Background: an optimization exercise with open tools, aiming at small area, a short achievable clock period and few clock cycles. Do not read the settings as production practice. RTL that was checked went through simulation tests only; none was proved equivalent to the original.

## surfaceUnit
module surfaceUnit #(
    parameter int FRAC_BITS   = 16,
    parameter int CHECKER_BIT = 18
) (
    input  logic        clk,
    input  logic        resetn,
    input  logic        addInput,
    input  surfacePkg::fixedT       rayOrigX,
    input  surfacePkg::fixedT       rayOrigY,
    input  surfacePkg::fixedT       rayOrigZ,
    input  surfacePkg::fixedT       rayDirX,
    input  surfacePkg::fixedT       rayDirY,
    input  surfacePkg::fixedT       rayDirZ,
    input  surfacePkg::pixelT       pixelX,
    input  surfacePkg::pixelT       pixelY,
    input  surfacePkg::bounceT      bounceLevel,
    input  surfacePkg::colorT       lastColor,
    output logic        fifoFull,
    output logic        rayStart,
    input  logic        hitValid,
    input  surfacePkg::fixedT       hitT,
    input  surfacePkg::primIndexT   hitPrim,
    input  surfacePkg::surfaceTypeT hitSurface,
    input  surfacePkg::colorT       hitColor,
    input  logic        candDone,
    input  logic        outputFull,
    output logic        valid,
    output surfacePkg::colorT       outColor,
    output surfacePkg::surfaceTypeT outSurface,
    output surfacePkg::primIndexT   outPrim,
    output surfacePkg::fixedT       hitPosX,
    output surfacePkg::fixedT       hitPosY,
    output surfacePkg::fixedT       hitPosZ,
    output surfacePkg::fixedT       shadowDirX,
    output surfacePkg::fixedT       shadowDirY,
    output surfacePkg::fixedT       shadowDirZ,
    output surfacePkg::pixelT       outPixelX,
    output surfacePkg::pixelT       outPixelY,
    output surfacePkg::bounceT      outBounce,
    output surfacePkg::colorT       outLastColor,
    input  logic        cfgWrite,
    input  surfacePkg::cfgAddrT     cfgAddr,
    input  logic [31:0] cfgData
);
Size: about 4800 cells after synthesis, roughly 660 I/O pins, ~68000 µm² of cells after synthesis.
==> flow/config.mk <==
export PLATFORM = sky130hd
export DESIGN_NAME = surfaceUnit
export DESIGN_NICKNAME = surfaceUnit
export VERILOG_FILES = /design/flow/design.v
export SDC_FILE = /design/flow/constraint.sdc
export NUM_CORES = 4
export LEC_CHECK = 0
export ABC_CLOCK_PERIOD_IN_PS = 3000
export CAP_MARGIN = 20
export CORE_MARGIN = 2
export CORE_UTILIZATION = 40
export PLACE_DENSITY = 0.6
export SETUP_SLACK_MARGIN = 5
export SLEW_MARGIN = 20
==> flow/constraint.sdc <==
create_clock -name core_clock -period 11.0 [get_ports {clk}]
set_input_delay 2.2000 -clock core_clock [delete_from_list [all_inputs] [get_ports {clk}]]
set_output_delay 2.2000 -clock core_clock [all_outputs]
set_load 0.01 [all_outputs]
run.sh (not shown) runs the stock make flow with config.mk's settings and CLKGATE_MAP_FILE= SYNTH_SCRIPT=/design/flow/synth_recipe.tcl, a recipe that flattens the netlist after the stock synthesis.
Testbench counts at the start, summed over its fixed seeds: cycles 9,983.
Edit:
--- a/flow/design.v
+++ b/flow/design.v
@@ -2940,20 +2940,21 @@
     logic resultPend;      
     logic       bkFull;
     logic [1:0] bkAxis;    
     logic       bkGo;
     logic       bkIssue;
     logic       bkWaiting;
     logic       bkFree;
     logic [15:0]             bkNeg, bkOne, bkTwo;    
     logic [15:0]             finNeg, finOne, finTwo;
-    surfacePkg::fixedT       bkOrigX, bkOrigY;
-    surfacePkg::fixedT       bkDirX, bkDirY;
+    logic                    selZ, selX, selY;       
+    surfacePkg::fixedT       bkOrigX, bkOrigY, bkOrigZ;
+    surfacePkg::fixedT       bkDirX, bkDirY, bkDirZ;
     surfacePkg::surfaceTypeT bkSurface;
     surfacePkg::primIndexT   bkPrim;
     surfacePkg::colorT       bkColor;
     surfacePkg::pixelT       bkPixelX, bkPixelY;
     surfacePkg::bounceT      bkBounce;
     surfacePkg::colorT       bkLastColor;
     surfacePkg::fixedT       mulDir, mulOrig, mulRes;
     logic       resValid;                     
     logic [1:0] resAxis;                      
@@ -3058,43 +3059,49 @@
         if (capture) begin
             bkNeg       <= finNeg;
             bkOne       <= finOne;
             bkTwo       <= finTwo;
             bkSurface   <= finSurface;
             bkPrim      <= finPrim;
             bkColor     <= (finSurface != surfacePkg::stNone) ? finColor : clearColor;
             bkOrigX     <= bufOrigX;
             bkOrigY     <= bufOrigY;
+            bkOrigZ     <= bufOrigZ;
             bkDirX      <= bufDirX;
             bkDirY      <= bufDirY;
+            bkDirZ      <= bufDirZ;
             bkPixelX    <= bufPixelX;
             bkPixelY    <= bufPixelY;
             bkBounce    <= bufBounce;
             bkLastColor <= bufLastColor;
         end
     end
     always_comb begin
         for (int i = 0; i < 16; i++) begin
             finNeg[i] = finT[2*i+1];
             finOne[i] = finT[2*i] ^ ((i == 0) ? 1'b0 : finT[2*i-1]);
             finTwo[i] = (finT[2*i+1] && !finT[2*i] && !((i == 0) ? 1'b0 : finT[2*i-1])) ||
                         (!finT[2*i+1] && finT[2*i] && ((i == 0) ? 1'b0 : finT[2*i-1]));
         end
     end
-    always_ff @(posedge clk) begin
-        if (capture) begin
-            mulDir  <= bufDirZ;
-            mulOrig <= bufOrigZ;
-        end else if (bkIssue) begin
-            mulDir  <= (bkAxis == 2'd0) ? bkDirX : bkDirY;
-            mulOrig <= (bkAxis == 2'd0) ? bkOrigX : bkOrigY;
+    always_ff @(posedge clk or negedge resetn) begin
+        if (!resetn) begin
+            selZ <= 1'b1;
+            selX <= 1'b0;
+            selY <= 1'b0;
+        end else begin
+            selZ <= capture || ((bkAxis == 2'd0) && !bkIssue) || (bkAxis == 2'd2);
+            selX <= !capture && (bkAxis == 2'd0) && bkIssue;
+            selY <= !capture && (bkAxis == 2'd1);
         end
     end
+    assign mulDir  = ({32{selZ}} & bkDirZ) | ({32{selX}} & bkDirX) | ({32{selY}} & bkDirY);
+    assign mulOrig = ({32{selZ}} & bkOrigZ) | ({32{selX}} & bkOrigX) | ({32{selY}} & bkOrigY);
     axisMul i_mul (
         .clk  (clk),
         .bNeg (bkNeg),
         .bOne (bkOne),
         .bTwo (bkTwo),
         .d   (mulDir),
         .o   (mulOrig),
         .res (mulRes)
     );
The changed run completed without violations.
Sequential share of layout area went up by 0.45 points.
Via count stays flat.
Flip-flop and latch count went up by 3.
Non-clock buffer count went up by 7.
Routed wire length went down by 0.94%.
First-iteration DRC count went down by 3.2%.
Clock skew went down by 9.7 ps.
Cell area went down by 0.72%.
For the second run of this note, only the layout was checked, not whether the RTL still works.

## JK
surfaceUnit, a different RTL version from the one above (not shown whole).
Size in the first run: ~4,700 cells after synthesis, roughly 1,500 flip-flops, about 660 I/O pins.
clock: 11.0 ns
lec_check: 0
abc_clock_period_in_ps: 3000
cap_margin: 20
core_margin: 2
core_utilization: 40
place_density: 0.6
slew_margin: 20
standard.sh (not shown) runs the stock make flow with config.mk's settings and CLKGATE_MAP_FILE= SYNTH_SCRIPT=/design/flow/synth_recipe.tcl, a recipe that flattens the netlist after the stock synthesis.
==> flow/flow/run.sh <==
#!/bin/bash
# Standard layout, with timing repair aiming for extra setup slack
# (the clock period and constraints are the design's, unchanged).
set -o pipefail
cp standard.sh standard_sh_copy.log 2>/dev/null
export SETUP_SLACK_MARGIN=7
bash standard.sh > standard_flow.log 2>&1
Testbench counts of JK, summed over its fixed seeds: cycles 9,983.
Relative to JK, the following input files were edited for MS:
--- a/flow/design.v
+++ b/flow/design.v
@@ -167,76 +167,54 @@
 endmodule
 `timescale 1ns/1ns
 module closestHit (
     input  logic        clk,
     input  logic        resetn,
     input  logic        hitValid,
     input  surfacePkg::fixedT       hitT,
     input  surfacePkg::primIndexT   hitPrim,
     input  surfacePkg::surfaceTypeT hitSurface,
     input  surfacePkg::colorT       hitColor,
-    input  logic        candDone,
     input  logic        capture,
-    output logic        candDoneR,
     output surfacePkg::fixedT       finT,
     output surfacePkg::surfaceTypeT finSurface,
     output surfacePkg::primIndexT   finPrim,
     output surfacePkg::colorT       finColor
 );
-    logic                    candHitR;
-    surfacePkg::fixedT       candTR;
-    surfacePkg::primIndexT   candPrimR;
-    surfacePkg::surfaceTypeT candSurfR;
-    surfacePkg::colorT       candColorR;
     surfacePkg::fixedT       bestT;
     surfacePkg::surfaceTypeT bestSurface;
     surfacePkg::primIndexT   bestPrim;
     surfacePkg::colorT       bestColor;
     logic closer;
-    always_ff @(posedge clk or negedge resetn) begin
-        if (!resetn) begin
-            candHitR  <= 1'b0;
-            candDoneR <= 1'b0;
-        end else begin
-            candHitR  <= hitValid && (hitSurface != surfacePkg::stNone);
-            candDoneR <= candDone;
-        end
-    end
-    always_ff @(posedge clk) begin
-        candTR     <= hitT;
-        candPrimR  <= hitPrim;
-        candSurfR  <= hitSurface;
-        candColorR <= hitColor;
-    end
-    assign closer = candHitR && (candTR < bestT);
-    assign finT       = closer ? candTR     : bestT;
-    assign finSurface = closer ? candSurfR  : bestSurface;
-    assign finPrim    = closer ? candPrimR  : bestPrim;
-    assign finColor   = closer ? candColorR : bestColor;
+    assign closer = hitValid && (hitSurface != surfacePkg::stNone) && (hitT < bestT);
+    assign finT       = closer ? hitT       : bestT;
+    assign finSurface = closer ? hitSurface : bestSurface;
+    assign finPrim    = closer ? hitPrim    : bestPrim;
+    assign finColor   = closer ? hitColor   : bestColor;
     always_ff @(posedge clk or negedge resetn) begin
         if (!resetn) begin
             bestT       <= surfacePkg::FIXED_MAX;
             bestSurface <= surfacePkg::stNone;
             bestPrim    <= '0;
         end else if (capture) begin
             bestT       <= surfacePkg::FIXED_MAX;
             bestSurface <= surfacePkg::stNone;
             bestPrim    <= '0;
         end else if (closer) begin
-            bestT       <= candTR;
-            bestSurface <= candSurfR;
-            bestPrim    <= candPrimR;
+            bestT       <= hitT;
+            bestSurface <= hitSurface;
+            bestPrim    <= hitPrim;
         end
     end
     always_ff @(posedge clk) begin
         if (closer) begin
-            bestColor <= candColorR;
+            bestColor <= hitColor;
         end
     end
 endmodule
 module axisMul (
     input  logic        clk,
     input  logic [15:0] bNeg,
     input  logic [15:0] bOne,
     input  logic [15:0] bTwo,
     input  logic [31:0] d,
     input  logic [31:0] o,
@@ -3008,21 +2986,20 @@
     input  surfacePkg::cfgAddrT     cfgAddr,
     input  logic [31:0] cfgData
 );
     surfacePkg::colorT       clearColor;
     surfacePkg::primIndexT   groundPrim;
     surfacePkg::fixedT       bufOrigX, bufOrigY, bufOrigZ;
     surfacePkg::fixedT       bufDirX, bufDirY, bufDirZ;
     surfacePkg::pixelT       bufPixelX, bufPixelY;
     surfacePkg::bounceT      bufBounce;
     surfacePkg::colorT       bufLastColor;
-    logic                    candDoneR;
     surfacePkg::fixedT       finT;
     surfacePkg::surfaceTypeT finSurface;
     surfacePkg::primIndexT   finPrim;
     surfacePkg::colorT       finColor;
     logic surfFinish;
     logic trackerOk;
     logic capture;
     logic resultPend;      
     logic       bkFull;
     logic [1:0] bkAxis;    
@@ -3091,47 +3068,44 @@
         .surfFinish   (surfFinish)
     );
     closestHit i_closestHit (
         .clk        (clk),
         .resetn     (resetn),
         .hitValid   (hitValid),
         .hitT       (hitT),
         .hitPrim    (hitPrim),
         .hitSurface (hitSurface),
         .hitColor   (hitColor),
-        .candDone   (candDone),
         .capture    (capture),
-        .candDoneR  (candDoneR),
         .finT       (finT),
         .finSurface (finSurface),
         .finPrim    (finPrim),
         .finColor   (finColor)
     );
     assign bkWaiting = bkFull && (bkAxis == 2'd0);
     assign bkFree    = !bkFull || (bkAxis == 2'd2);
-    assign capture   = (candDoneR || resultPend) && bkFree;
+    assign capture   = (surfFinish || resultPend) && bkFree;
     assign recHeld = (recPend && !valid) || lastAxisRes;
     assign bkGo    = bkWaiting && (!outputFull || !recHeld);
     assign bkIssue = bkGo || (bkFull && (bkAxis != 2'd0));
-    assign trackerOk = !(surfFinish && (candDoneR || resultPend)) &&
-                       !((surfFinish || candDoneR || resultPend) && bkWaiting && !bkGo);
+    assign trackerOk = !(surfFinish || resultPend) || bkFree || (bkFull && (bkAxis == 2'd1));
     always_ff @(posedge clk or negedge resetn) begin
         if (!resetn) begin
             resultPend  <= 1'b0;
             bkFull      <= 1'b0;
             bkAxis      <= 2'd0;
             resValid    <= 1'b0;
             resAxis     <= 2'd0;
             recPend     <= 1'b0;
             valid       <= 1'b0;
         end else begin
-            resultPend <= (candDoneR || resultPend) && !capture;
+            resultPend <= (surfFinish || resultPend) && !capture;
             if (capture) begin
                 bkFull <= 1'b1;
                 bkAxis <= 2'd0;
             end else if (bkIssue) begin
                 bkAxis <= (bkAxis == 2'd2) ? 2'd0 : bkAxis + 2'd1;
                 if (bkAxis == 2'd2) begin
                     bkFull <= 1'b0;
                 end
             end
             resValid    <= bkIssue;
## What came out
- Of MS and JK, it is MS that has the higher worst-case hold slack.
- Delta (MS minus JK): wire length rose by 9.9%; count of clock-buffer cells in the layout fell by 5.1%; total die area fell by 2600 sq um; number of storage elements in the synthesis netlist fell by 4.8%; buffer and inverter count on the worst path rose by 3.
- hitPosY[22] as the capturing instance or port of the critical path was reported by JK, and bkTwo[4] by MS.
The RTL of MS was laid out without a check of its function.

## re-timing with driven ports
How much do the figures lean on ideal ports? The routed layouts below were timed once more, with nothing changed but the port constraints.
Step 1 sets driving cells, clkbuf_16 on the clock port and buf_2 on the other inputs (assumed; they add their load-dependent delay and slew).
Step 2 also shifts input and output timing later by t, the mid clock arrival at the registers, as if the neighbouring blocks saw the same clock.
Slacks: no drivers / after step 1 / after step 2; pairs: no drivers / after step 1.
run | t, ns | setup slack, ns | worst setup path after step 2 | slew at the worst register clock pin (ns)
the first run of note 1 | 0.882 | 5.990 / 5.990 / 5.990 | register to register | 0.07 / 0.07
the second run of note 1 | 0.875 | 5.472 / 5.472 / 5.472 | register to register | 0.07 / 0.07
JK | 0.879 | 7.006 / 6.980 / 6.647 | input to register | 0.07 / 0.07
MS | 0.893 | 6.917 / 6.967 / 6.075 | input to register | 0.07 / 0.07
After both steps every run listed still meets setup and hold. For MS, which loses most, drivers alone change the setup slack by +0.050 ns; drivers and shift together by -0.842 ns.
